What follows belongs to an exercise in optimizing a design on an open flow for small area, a short achievable clock period and few clock cycles per item; a production flow would make more cautious choices. Only simulation tests tie the RTL to the original design; equivalence was not proved. Power and IR drop assume default switching activity.

<file path="design.v">
package cmru_pkg;
  localparam int ROW_W      = 8;
  localparam int X_W        = 9;
  localparam int Y_W        = 8;
  localparam int CX_W       = 14;
  localparam int R_W        = 12;
  localparam int COORD_W    = 11;
  localparam int CFG_IDX_W  = 2;
  localparam int CFG_DATA_W = 14;
  localparam int MA_W     = R_W;
  localparam int MB_W     = R_W + 1;
  localparam int PROD_W   = MA_W + MB_W;
  localparam int SQ_IN_W  = 2 * R_W;
  localparam int SQ_RES_W = SQ_IN_W / 2;
  localparam int H_W      = SQ_RES_W + 1;
  localparam int BUF_DEPTH = 4;
  localparam int BUF_IDX_W = $clog2(BUF_DEPTH);
  localparam int BUF_CNT_W = $clog2(BUF_DEPTH + 1);
  localparam logic [CFG_IDX_W-1:0] REG_CENTER_X = CFG_IDX_W'(0);
  localparam logic [CFG_IDX_W-1:0] REG_CENTER_Y = CFG_IDX_W'(1);
  localparam logic [CFG_IDX_W-1:0] REG_RADIUS   = CFG_IDX_W'(2);
  localparam logic signed [CX_W-1:0] CENTER_X_RST = 14'sd2048;
  localparam logic signed [CX_W-1:0] CENTER_Y_RST = 14'sd1920;
  localparam logic [R_W-1:0]         RADIUS_RST   = 12'd2968;
  typedef struct packed {
    logic [X_W-1:0] x_left;
    logic [Y_W-1:0] y_top;
    logic [X_W-1:0] x_right;
    logic [Y_W-1:0] y_bottom;
  } cmru_rect_t;
  typedef struct packed {
    logic       push;
    cmru_rect_t rect;
    logic       drain;
  } cmru_buf_ctl_t;
  typedef enum logic [3:0] {
    S_IDLE,
    S_SETUP,
    S_BAND_T,
    S_BAND_B,
    S_MUL,
    S_SQRT,
    S_EDGE,
    S_FLUSH_L,
    S_FLUSH_R,
    S_END,
    S_DRAIN
  } cmru_state_t;
endpackage
module cmru_ser_mult (
  input  logic                          clk,
  input  logic                          rst_n,
  input  logic                          start,
  input  logic [cmru_pkg::MA_W-1:0]     a,
  input  logic [cmru_pkg::MB_W-1:0]     b,
  output logic                          done,
  output logic [cmru_pkg::PROD_W-1:0]   prod
);
  localparam int MA_W  = cmru_pkg::MA_W;
  localparam int MB_W  = cmru_pkg::MB_W;
  localparam int CNT_W = $clog2(MA_W + 1);
  logic [cmru_pkg::PROD_W-1:0] p_r, p_nxt;
  logic [MB_W-1:0]             b_r;
  logic [CNT_W-1:0]            cnt_r;
  logic                        done_r;
  logic [MB_W:0]               sum;
  assign sum   = {1'b0, p_r[cmru_pkg::PROD_W-1:MA_W]} + (p_r[0] ? {1'b0, b_r} : '0);
  assign p_nxt = {sum, p_r[MA_W-1:1]};
  always_ff @(posedge clk) begin
    if (!rst_n) begin
      cnt_r  <= '0;
      done_r <= 1'b0;
    end else begin
      done_r <= (cnt_r == CNT_W'(1));
      if (start) begin
        cnt_r <= CNT_W'(MA_W);
      end else if (cnt_r != '0) begin
        cnt_r <= cnt_r - CNT_W'(1);
      end
    end
  end
  always_ff @(posedge clk) begin
    if (start) begin
      p_r <= {{MB_W{1'b0}}, a};
      b_r <= b;
    end else if (cnt_r != '0) begin
      p_r <= p_nxt;
    end
  end
  assign done = done_r;
  assign prod = p_r;
endmodule
module cmru_ser_sqrt (
  input  logic                           clk,
  input  logic                           rst_n,
  input  logic                           start,
  input  logic [cmru_pkg::SQ_IN_W-1:0]   v,
  output logic                           done,
  output logic [cmru_pkg::H_W-1:0]       h
);
  localparam int IN_W  = cmru_pkg::SQ_IN_W;
  localparam int RES_W = cmru_pkg::SQ_RES_W;
  localparam int REM_W = RES_W + 1;
  localparam int SH_W  = RES_W + 3;
  localparam int CNT_W = $clog2(RES_W + 1);
  logic [IN_W-1:0]  v_r;
  logic [RES_W-1:0] root_r;
  logic [REM_W-1:0] rem_r;
  logic [CNT_W-1:0] cnt_r;
  logic             done_r;
  logic [SH_W-1:0]  rem_sh, trial;
  logic             ge;
  assign rem_sh = {rem_r, v_r[IN_W-1 -: 2]};
  assign trial  = {1'b0, root_r, 2'b01};
  assign ge     = (rem_sh >= trial);
  always_ff @(posedge clk) begin
    if (!rst_n) begin
      cnt_r  <= '0;
      done_r <= 1'b0;
    end else begin
      done_r <= (cnt_r == CNT_W'(1));
      if (start) begin
        cnt_r <= CNT_W'(RES_W);
      end else if (cnt_r != '0) begin
        cnt_r <= cnt_r - CNT_W'(1);
      end
    end
  end
  always_ff @(posedge clk) begin
    if (start) begin
      v_r    <= v;
      root_r <= '0;
      rem_r  <= '0;
    end else if (cnt_r != '0) begin
      v_r    <= {v_r[IN_W-3:0], 2'b00};
      root_r <= {root_r[RES_W-2:0], ge};
      rem_r  <= ge ? REM_W'(rem_sh - trial) : REM_W'(rem_sh);
    end
  end
  assign h    = {1'b0, root_r} + cmru_pkg::H_W'(rem_r != '0);
  assign done = done_r;
endmodule
module cmru_rect_buf (
  input  logic                    clk,
  input  logic                    rst_n,
  input  cmru_pkg::cmru_buf_ctl_t ctl,
  output logic                    empty,
  output logic                    out_valid,
  input  logic                    out_ready,
  output logic [cmru_pkg::X_W-1:0] out_x_left,
  output logic [cmru_pkg::Y_W-1:0] out_y_top,
  output logic [cmru_pkg::X_W-1:0] out_x_right,
  output logic [cmru_pkg::Y_W-1:0] out_y_bottom,
  output logic                    out_last_of_batch
);
  localparam int IDX_W = cmru_pkg::BUF_IDX_W;
  localparam int CNT_W = cmru_pkg::BUF_CNT_W;
  localparam int X_W    = cmru_pkg::X_W;
  localparam int Y_W    = cmru_pkg::Y_W;
  localparam int RECT_W = 2 * X_W + 2 * Y_W;
  logic [RECT_W-1:0]    ent_r [cmru_pkg::BUF_DEPTH];
  logic [RECT_W-1:0]    rect_r;
  logic [CNT_W-1:0]     cnt_r;
  logic [IDX_W-1:0]     rd_r;
  logic                 valid_r;
  logic                 last_r;
  logic                 load;
  logic                 is_last;
  assign load    = ctl.drain && (cnt_r != '0) && (!valid_r || out_ready);
  assign is_last = ({1'b0, rd_r} == (cnt_r - CNT_W'(1)));
  always_ff @(posedge clk) begin
    if (!rst_n) begin
      cnt_r   <= '0;
      rd_r    <= '0;
      valid_r <= 1'b0;
    end else begin
      if (ctl.push) begin
        cnt_r <= cnt_r + CNT_W'(1);
      end else if (load && is_last) begin
        cnt_r <= '0;
      end
      if (load) begin
        rd_r <= is_last ? '0 : rd_r + IDX_W'(1);
      end
      if (load) begin
        valid_r <= 1'b1;
      end else if (out_ready) begin
        valid_r <= 1'b0;
      end
    end
  end
  always_ff @(posedge clk) begin
    if (ctl.push) begin
      ent_r[cnt_r[IDX_W-1:0]] <= ctl.rect;
    end
    if (load) begin
      rect_r <= ent_r[rd_r];
      last_r <= is_last;
    end
  end
  assign empty                = (cnt_r == '0);
  assign out_valid         = valid_r;
  assign out_x_left        = rect_r[RECT_W-1 -: X_W];
  assign out_y_top         = rect_r[2*Y_W+X_W-1 -: Y_W];
  assign out_x_right       = rect_r[X_W+Y_W-1 -: X_W];
  assign out_y_bottom      = rect_r[Y_W-1:0];
  assign out_last_of_batch = last_r;
endmodule
module circle_mask_rect_generator_unit #(
  parameter int SCREEN_WIDTH   = 256,
  parameter int SCREEN_HEIGHT  = 240,
  parameter int OPEN_RADIUS_Q4 = 2968
) (
  input  logic         clk,
  input  logic         rst_n,
  input  logic         in_valid,
  output logic         in_ready,
  input  logic [7:0]   in_row,
  output logic         out_valid,
  input  logic         out_ready,
  output logic [8:0]   out_x_left,
  output logic [7:0]   out_y_top,
  output logic [8:0]   out_x_right,
  output logic [7:0]   out_y_bottom,
  output logic         out_last_of_batch,
  input  logic         cfg_valid,
  output logic         cfg_ready,
  input  logic [1:0]   cfg_index,
  input  logic [13:0]  cfg_data
);
  localparam int CW   = cmru_pkg::COORD_W;
  localparam int R_W  = cmru_pkg::R_W;
  localparam int CX_W = cmru_pkg::CX_W;
  localparam int H_W  = cmru_pkg::H_W;
  localparam int RECT_W = 2 * cmru_pkg::X_W + 2 * cmru_pkg::Y_W;
  localparam int XW   = cmru_pkg::X_W;
  localparam int YW   = cmru_pkg::Y_W;
  localparam logic [CW-1:0]  SCR_W  = CW'(SCREEN_WIDTH);
  localparam logic [CW-1:0]  SCR_H  = CW'(SCREEN_HEIGHT);
  localparam logic [R_W-1:0] OPEN_R = R_W'(OPEN_RADIUS_Q4);
  function automatic logic [CW-1:0] clamp_c(input logic signed [14:0] v, input logic [CW-1:0] hi);
    logic [CW-1:0] res;
    if (v < 15'sd0) begin
      res = '0;
    end else if (v > $signed(15'(hi))) begin
      res = hi;
    end else begin
      res = v[CW-1:0];
    end
    clamp_c = res;
  endfunction
  function automatic logic [RECT_W-1:0] mk_rect(
      input logic [CW-1:0] xl, input logic [CW-1:0] yt, input logic [CW-1:0] xr, input logic [CW-1:0] yb);
    mk_rect = {xl[XW-1:0], yt[YW-1:0], xr[XW-1:0], yb[YW-1:0]};
  endfunction
  cmru_pkg::cmru_state_t state_r, state_nxt;
  logic signed [CX_W-1:0] cx_r, cy_r;
  logic [R_W-1:0]         rad_r;
  logic [cmru_pkg::ROW_W-1:0] row_r;
  logic [CW-1:0]              top_r, bot_r;
  logic                       inrng_r;
  logic [H_W-1:0]             h_r;
  logic [CW-1:0]              new_l_r, new_r_r;
  logic                       fin_r;
  logic                       run_open_r;
  logic [cmru_pkg::ROW_W-1:0] run_start_r;
  logic [8:0]                 run_rows_r;
  logic [CW-1:0]              run_left_r, run_right_r;
  logic                       row0, rad_open, rad_zero;
  logic signed [14:0]         cx_ext, cy_ext, rad_ext, h_ext;
  logic signed [14:0]         band_lo, band_hi, edge_lo, edge_hi;
  logic [CW-1:0]              top_c, bot_c, lx_c, rx_c, row_c, fbot;
  logic                       inrng_c, match_c, is_last_row;
  logic signed [15:0]         dy_c, dy_abs;
  logic [R_W:0]               d_c;
  logic signed [R_W+1:0]      a_diff;
  logic [cmru_pkg::MA_W-1:0]  ma;
  logic [cmru_pkg::MB_W-1:0]  mb;
  logic [9:0]                 bsum;
  logic                        in_acc;
  logic                        mul_start, mul_done, sq_done;
  logic [cmru_pkg::PROD_W-1:0] mul_p;
  logic [H_W-1:0]              sq_h;
  cmru_pkg::cmru_buf_ctl_t     ctl;
  logic                        buf_empty;
  assign in_acc = in_valid && in_ready;
  assign row0     = (row_r == '0);
  assign rad_open = (rad_r >= OPEN_R);
  assign rad_zero = (rad_r == '0);
  assign row_c    = CW'(row_r);
  assign cx_ext  = $signed({cx_r[CX_W-1], cx_r});
  assign cy_ext  = $signed({cy_r[CX_W-1], cy_r});
  assign rad_ext = $signed({3'b000, rad_r});
  assign h_ext   = $signed({2'b00, h_r});
  assign band_lo = (cy_ext - rad_ext) >>> 4;
  assign band_hi = (cy_ext + rad_ext + 15'sd15) >>> 4;
  assign top_c   = clamp_c(band_lo, SCR_H);
  assign bot_c   = clamp_c(band_hi, SCR_H);
  assign inrng_c = (row_c >= top_c) && (row_c < bot_c);
  assign dy_c   = $signed({4'b0000, row_r, 4'b1000}) - $signed({{2{cy_r[CX_W-1]}}, cy_r});
  assign dy_abs = dy_c[15] ? -dy_c : dy_c;
  assign d_c    = dy_abs[R_W:0];
  assign a_diff = $signed({2'b00, rad_r}) - $signed({1'b0, d_c});
  assign ma     = a_diff[R_W+1] ? '0 : a_diff[R_W-1:0];
  assign mb     = cmru_pkg::MB_W'({1'b0, rad_r} + d_c);
  assign edge_lo = (cx_ext - h_ext) >>> 4;
  assign edge_hi = (cx_ext + h_ext + 15'sd15) >>> 4;
  assign lx_c    = clamp_c(edge_lo, SCR_W);
  assign rx_c    = clamp_c(edge_hi, SCR_W);
  assign match_c = run_open_r && (lx_c == run_left_r) && (rx_c == run_right_r);
  assign bsum        = {2'b00, run_start_r} + {1'b0, run_rows_r};
  assign fbot        = ({1'b0, bsum} > SCR_H) ? SCR_H : CW'(bsum);
  assign is_last_row = (row_c == bot_r - CW'(1));
  cmru_ser_mult u_mult (
    .clk   (clk),
    .rst_n (rst_n),
    .start (mul_start),
    .a     (ma),
    .b     (mb),
    .done  (mul_done),
    .prod  (mul_p)
  );
  cmru_ser_sqrt u_sqrt (
    .clk   (clk),
    .rst_n (rst_n),
    .start (mul_done),
    .v     (mul_p[cmru_pkg::SQ_IN_W-1:0]),
    .done  (sq_done),
    .h     (sq_h)
  );
  cmru_rect_buf u_buf (
    .clk    (clk),
    .rst_n  (rst_n),
    .ctl    (ctl),
    .empty             (buf_empty),
    .out_valid         (out_valid),
    .out_ready         (out_ready),
    .out_x_left        (out_x_left),
    .out_y_top         (out_y_top),
    .out_x_right       (out_x_right),
    .out_y_bottom      (out_y_bottom),
    .out_last_of_batch (out_last_of_batch)
  );
  always_comb begin
    state_nxt = state_r;
    case (state_r)
      cmru_pkg::S_IDLE: begin
        if (in_valid) state_nxt = cmru_pkg::S_SETUP;
      end
      cmru_pkg::S_SETUP: begin
        if (rad_open || rad_zero) state_nxt = cmru_pkg::S_DRAIN;
        else                      state_nxt = cmru_pkg::S_BAND_T;
      end
      cmru_pkg::S_BAND_T: state_nxt = cmru_pkg::S_BAND_B;
      cmru_pkg::S_BAND_B: begin
        state_nxt = inrng_r ? cmru_pkg::S_MUL : cmru_pkg::S_DRAIN;
      end
      cmru_pkg::S_MUL: begin
        if (mul_done) state_nxt = cmru_pkg::S_SQRT;
      end
      cmru_pkg::S_SQRT: begin
        if (sq_done) state_nxt = cmru_pkg::S_EDGE;
      end
      cmru_pkg::S_EDGE: begin
        if (!match_c && run_open_r) state_nxt = cmru_pkg::S_FLUSH_L;
        else                        state_nxt = cmru_pkg::S_END;
      end
      cmru_pkg::S_FLUSH_L: state_nxt = cmru_pkg::S_FLUSH_R;
      cmru_pkg::S_FLUSH_R: begin
        state_nxt = fin_r ? cmru_pkg::S_DRAIN : cmru_pkg::S_END;
      end
      cmru_pkg::S_END: begin
        state_nxt = is_last_row ? cmru_pkg::S_FLUSH_L : cmru_pkg::S_DRAIN;
      end
      cmru_pkg::S_DRAIN: begin
        if (buf_empty) state_nxt = cmru_pkg::S_IDLE;
      end
      default: state_nxt = cmru_pkg::S_IDLE;
    endcase
  end
  always_comb begin
    ctl       = '0;
    mul_start = 1'b0;
    case (state_r)
      cmru_pkg::S_SETUP: begin
        ctl.push = rad_zero && row0;
        ctl.rect = mk_rect('0, '0, SCR_W, SCR_H);
      end
      cmru_pkg::S_BAND_T: begin
        ctl.push = row0 && (top_r != '0);
        ctl.rect = mk_rect('0, '0, SCR_W, top_r);
      end
      cmru_pkg::S_BAND_B: begin
        ctl.push  = row0 && (bot_r < SCR_H);
        ctl.rect  = mk_rect('0, bot_r, SCR_W, SCR_H);
        mul_start = inrng_r;
      end
      cmru_pkg::S_FLUSH_L: begin
        ctl.push = (run_left_r != '0);
        ctl.rect = mk_rect('0, CW'(run_start_r), run_left_r, fbot);
      end
      cmru_pkg::S_FLUSH_R: begin
        ctl.push = (run_right_r < SCR_W);
        ctl.rect = mk_rect(run_right_r, CW'(run_start_r), SCR_W, fbot);
      end
      cmru_pkg::S_DRAIN: begin
        ctl.drain = 1'b1;
      end
      default: begin
        ctl = '0;
      end
    endcase
  end
  assign in_ready  = (state_r == cmru_pkg::S_IDLE);
  assign cfg_ready = 1'b1;
  always_ff @(posedge clk) begin
    if (!rst_n) begin
      state_r    <= cmru_pkg::S_IDLE;
      run_open_r <= 1'b0;
      cx_r       <= cmru_pkg::CENTER_X_RST;
      cy_r       <= cmru_pkg::CENTER_Y_RST;
      rad_r      <= cmru_pkg::RADIUS_RST;
    end else begin
      state_r <= state_nxt;
      if (cfg_valid) begin
        case (cfg_index)
          cmru_pkg::REG_CENTER_X: cx_r  <= $signed(cfg_data[CX_W-1:0]);
          cmru_pkg::REG_CENTER_Y: cy_r  <= $signed(cfg_data[CX_W-1:0]);
          cmru_pkg::REG_RADIUS:   rad_r <= cfg_data[R_W-1:0];
          default: begin
          end
        endcase
      end
      case (state_r)
        cmru_pkg::S_SETUP: begin
          if (row0) run_open_r <= 1'b0;
        end
        cmru_pkg::S_EDGE: begin
          if (!run_open_r) run_open_r <= 1'b1;
        end
        cmru_pkg::S_FLUSH_R: begin
          run_open_r <= !fin_r;
        end
        default: begin
        end
      endcase
    end
  end
  always_ff @(posedge clk) begin
    if (in_acc) row_r <= in_row;
    case (state_r)
      cmru_pkg::S_SETUP: begin
        top_r   <= top_c;
        bot_r   <= bot_c;
        inrng_r <= inrng_c;
        fin_r   <= 1'b0;
      end
      cmru_pkg::S_SQRT: begin
        if (sq_done) h_r <= sq_h;
      end
      cmru_pkg::S_EDGE: begin
        new_l_r <= lx_c;
        new_r_r <= rx_c;
        if (match_c) begin
          if (run_rows_r != 9'h1FF) run_rows_r <= run_rows_r + 9'd1;
        end else if (!run_open_r) begin
          run_start_r <= row_r;
          run_rows_r  <= 9'd1;
          run_left_r  <= lx_c;
          run_right_r <= rx_c;
        end
      end
      cmru_pkg::S_FLUSH_R: begin
        if (!fin_r) begin
          run_start_r <= row_r;
          run_rows_r  <= 9'd1;
          run_left_r  <= new_l_r;
          run_right_r <= new_r_r;
        end
      end
      cmru_pkg::S_END: begin
        if (is_last_row) fin_r <= 1'b1;
      end
      default: begin
      end
    endcase
  end
endmodule
</file>
<file path="run.sh">
#!/bin/bash
# synth_recipe.tcl (not shown) runs the flow's synth.tcl, then flattens the netlist and writes it again
# the make line also repeats each setting of config.mk as NAME=value (left out here)
make -C /OpenROAD-flow-scripts/flow DESIGN_CONFIG=/design/flow/config.mk WORK_HOME=/design/flow/orfs CLKGATE_MAP_FILE= SYNTH_SCRIPT=/design/flow/synth_recipe.tcl finish
</file>
<file path="config.mk">
export PLATFORM = sky130hd
export DESIGN_NAME = circle_mask_rect_generator_unit
export DESIGN_NICKNAME = circle_mask_rect_generator_unit
export VERILOG_FILES = /design/flow/design.v
export SDC_FILE = /design/flow/constraint.sdc
export NUM_CORES = 4
export LEC_CHECK = 0
export CAP_MARGIN = 20
export CORE_MARGIN = 2
export CORE_UTILIZATION = 40
export SLEW_MARGIN = 20
</file>
<file path="constraint.sdc">
create_clock -name core_clock -period 8.0 [get_ports {clk}]
set_input_delay 1.6000 -clock core_clock [delete_from_list [all_inputs] [get_ports {clk}]]
set_output_delay 1.6000 -clock core_clock [all_outputs]
set_load 0.01 [all_outputs]
</file>
==> results.sh <==
export IMPL_run_status="finished clean"
export IMPL_area_delta_synth_final_pct=13.15
export IMPL_setup_violations=0
export IMPL_finalMaxSlewViolations=0
export IMPL_grt_max_degree=54
export IMPL_ys_seq_elements=419
export IMPL_firstDrtPassIters=5
export IMPL_fp_row_count=88
export IMPL_ant_nets=0
export IMPL_start_util_pct=40.48
export IMPL_post_route_cells_drive_above_1_share_pct=8.172
export IMPL_cts_tree="built"
export IMPL_diodes=0
export IMPL_critical_path_class="flip-flop to flip-flop"
export IMPL_place_congestion=0.8773
export IMPL_peakVddDrop_v=0.0002537
export IMPL_die_area_um2=60330
export IMPL_cap_violations=0
export IMPL_port_buffers=65
export IMPL_numCtsBuffers=46
export IMPL_coreArea_um2=57700
export IMPL_grt_pass1_wl_um=85700
export IMPL_switchingPower_mw=2.872
export IMPL_grt_pass1_vias=15920
export IMPL_detail_route_wl_per_cell_um=17.59
export IMPL_cpMaxStageDelayCell="a2111oi_0"
export IMPL_fin_setup_tns_ns=0
export IMPL_yosysWarningCount=4
export IMPL_clock_skew_ns=0.02799
export IMPL_die_x_um=245.6
export IMPL_seq_power_share_pct=38.6
export IMPL_synth_edf_count=320
export IMPL_root_buffer="clkbuf_16"
export IMPL_clock_latency_ns=0.60
export IMPL_cts_htree_levels=2
export IMPL_crit_family="compound AO/OA/AOI/OAI gates"
export IMPL_internal_power_mw=5.335
export IMPL_pwr_share_clk_pct=26.4
export IMPL_cp_slowest_stage_delay_ns=0.64
export IMPL_io_pins=67
export IMPL_power_density_nw_per_um2=310.6
export IMPL_critPathMaxFanout=12
export IMPL_p_leak_nw=9.890
export IMPL_cts_resized=0
export IMPL_power_share_switching_pct=35.00
export IMPL_place_hpwl_um=38980
export IMPL_routed_wl_um=53510
export IMPL_synth_area_per_cell_um2=10.71
export IMPL_critPathLaunchType="flip-flop"
export IMPL_grt_setup_unrepaired="false"
export IMPL_nNetsFinal=2441
export IMPL_ys_flop_type="edfxtp_1"
export IMPL_vias=16270
export IMPL_cts_setup_buffers=0
export IMPL_antenna_found_initial=5
export IMPL_path_clk_slew_ns=0.06
export IMPL_post_route_min_period_ns=6.163
export IMPL_path_cells="ha_1 -> a21boi_0 -> o21ai_0 -> a21oi_1 -> a31oi_1 -> nor2_1 -> a211oi_1 -> o21ai_0 -> buf_4 -> nor2_1 -> xor2_1 -> inv_1 -> ha_1 -> o21bai_1 -> a21oi_1 -> o21bai_1 -> a21oi_1 -> o21bai_1 -> a2111oi_0 -> o21bai_1 -> a21oi_1 -> o31ai_1 -> o21ai_0 -> o21ai_0"
export IMPL_fmax_ghz=0.1623
export IMPL_hold_viol_final=0
export IMPL_synth_area_um2=23350
export IMPL_period_share_pct=77.04
export IMPL_async_reset_ff_share_pct=0
export IMPL_overflow=0
export IMPL_hp_class="flip-flop to flip-flop"
export IMPL_crit_arrival_ns=6.47
export IMPL_clkSinkCount=419
export IMPL_critPathRequiredTime_ns=8.30
export IMPL_drt_iter0_markers=991
export IMPL_netlist_cell_type_count=88
export IMPL_worstMarginPinSlew_ns=1.002
export IMPL_drc_errors=0
export IMPL_max_slew_margin_rel_pct=33.16
export IMPL_cts_buffer_depth=3
export IMPL_end_kind="flip-flop"
export IMPL_p_comb_share_pct=35.0
export IMPL_die_h_um=245.6
export IMPL_ys_seq_area_share_pct=49.64
export IMPL_power_mw=8.208
export IMPL_routed_via_density=5.350
export IMPL_postCtsHoldBufs=0
export IMPL_synthCells=2181
export IMPL_crit_buf_inv=2
export IMPL_grt_total_usage_pct=17.83
## final timing paths
| kind | start | to | slack, ns | cells past startpoint |
|---|---|---|---|---|
| worst max-delay path | row_r[0]$_DFFE_PP_ | u_mult.p_r[9]$_DFFE_PP_ | 1.84 | 24 |
| worst min-delay path | u_mult.p_r[19]$_SDFFE_PP0P_ | u_mult.p_r[19]$_SDFFE_PP0P_ | 0.48 | 2 |
| worst max register to register | row_r[0]$_DFFE_PP_ | u_mult.p_r[9]$_DFFE_PP_ | 1.84 | 24 |
| worst min register to register | u_mult.p_r[19]$_SDFFE_PP0P_ | u_mult.p_r[19]$_SDFFE_PP0P_ | 0.48 | 2 |
## cell type report
type | instances | area [um2]
flip-flops and latches | 419 | 11590
clock inverters | 29 | 301.5
fillers | 5320 | 31270
multi-input cells | 1536 | 10970
well taps | 765 | 957.2
repair buffers | 82 | 778.2
clock buffers | 57 | 1252
inverters | 153 | 574.3
## kinds of logic after synthesis
family	share of synthesized area (%)
AO/OA/AOI/OAI	12.12
XOR/XNOR	5.101
adder cells (fa/ha/maj)	9.537
buffers and inverters	3.756
flip-flops	49.64
multiplexers	5.015
other	0.03216
AND/OR/NAND/NOR	14.80
## sequential cells by signal, indices dropped and copies added, names as in the netlist, 13 cells and up
signal,cells
u_mult.b_r,13
u_sqrt.v_r,24
u_buf.rect_r,34
u_buf.ent_r,136
u_mult.p_r,25
h_r,13
u_sqrt.rem_r,13
cx_r,14
cy_r,14
## cells in the mapped netlist (42+ instances only)
cell type	count	area share, %
xnor2_1	87	3.3
nor2_1	154	2.5
a21oi_1	148	3.2
edfxtp_1	320	41
inv_1	153	2.5
ha_1	170	9.1
nand3_1	44	0.94
xor2_1	42	1.6
and2_1	44	1.2
o21ai_0	85	1.8
clkbuf_1	61	0.98
dfxtp_1	99	8.5
nor3_1	54	1.2
nand2_1	230	3.7
## per-stage QoR
step / area [um2] / utilization, % / hold slack [ns] / worst slack, ns / cells
CTS: 26410 / 45.78 / 0.4763 / 1.896 / 3041
floorplan: 23370 / - / 0.4457 / 2.043 / 2186
global placement: 24860 / 43.09 / 0.4597 / 2.102 / 2955
detailed placement: 24860 / 43.09 / 0.4668 / 1.946 / 2955
global route: 26420 / 45.80 / 0.5127 / 1.124 / 3041
finish: 26420 / 45.80 / 0.4756 / 1.837 / 3041
## power groups by stage
stage | registers (mW) | clock network (mW) | logic [mW]
floorplan | 3.07 | 0 | 2.26
global placement | 3.20 | 0 | 2.78
CTS | 3.17 | 2.22 | 2.87
global route | 3.21 | 2.30 | 3.25
detailed placement | 3.21 | 0 | 2.84
finish | 3.17 | 2.17 | 2.87
## routing by layer
metal / track usage [%] / part of all wire [%]
met1: 24.14 / 47
met2: 29.12 / 46
met4: 5.722 / 2.8
met3: 2.990 / 4.7
met5: 0 / 0.11
## cell usage in the layout (no fill, tap or decap), types with 18 or more instances in the layout
master / Yosys / routed
a211oi_1: 24 / 23
a21o_1: 18 / 18
a21oi_1: 148 / 148
and2_1: 44 / 44
clkbuf_16: 0 / 46
clkdlybuf4s50_1: 0 / 65
dfxtp_1: 99 / 97
edfxtp_1: 320 / 320
ha_1: 170 / 170
inv_1: 153 / 153
mux2_2: 28 / 28
mux4_2: 34 / 34
nand2_1: 230 / 229
nand2b_1: 32 / 32
nand3_1: 44 / 44
nor2_1: 154 / 153
nor2b_1: 23 / 19
nor3_1: 54 / 53
nor4_1: 27 / 26
o211ai_1: 18 / 18
o21ai_0: 85 / 85
o21bai_1: 23 / 23
o31ai_1: 22 / 22
xnor2_1: 87 / 87
xor2_1: 42 / 42
## worst reg2reg max path: stages, from the launching register on
cell and delay, ns:
edfxtp_1 0.53, ha_1 0.42, a21boi_0 0.15, o21ai_0 0.23, a21oi_1 0.15, a31oi_1 0.26
nor2_1 0.08, a211oi_1 0.40, o21ai_0 0.15, buf_4 0.21, nor2_1 0.12, xor2_1 0.32
inv_1 0.14, ha_1 0.20, o21bai_1 0.15, a21oi_1 0.23, o21bai_1 0.11, a21oi_1 0.23
o21bai_1 0.11, a2111oi_0 0.64, o21bai_1 0.12, a21oi_1 0.26, o31ai_1 0.10, o21ai_0 0.36
o21ai_0 0.22
Testbench counts, summed over its fixed seeds: cycles 217,320, rows 11,528.

what the ideal ports hide:
No port has a modelled driver above. Below, the same layout with a new extraction and two added sets of constraints.
Step 1, drivers: a clkbuf_16 drives clk and a buf_2 each remaining input, both assumed.
Step 2, shift: input delay + t, output delay - t, t = (earliest + latest rising clock arrival at the registers) / 2. This alone moves slack from input paths to output paths.
Three values: no drivers, after step 1, after step 2; two values: the first two.
t (ns): 0.641
slack for setup (ns): 1.837 / 1.837 / 1.837
worst data-port slew with drivers (ns): 0.13
After both steps setup and hold are still met in this run. For this run, drivers alone change the setup slack by 0.000 ns; drivers and shift together by 0.000 ns.
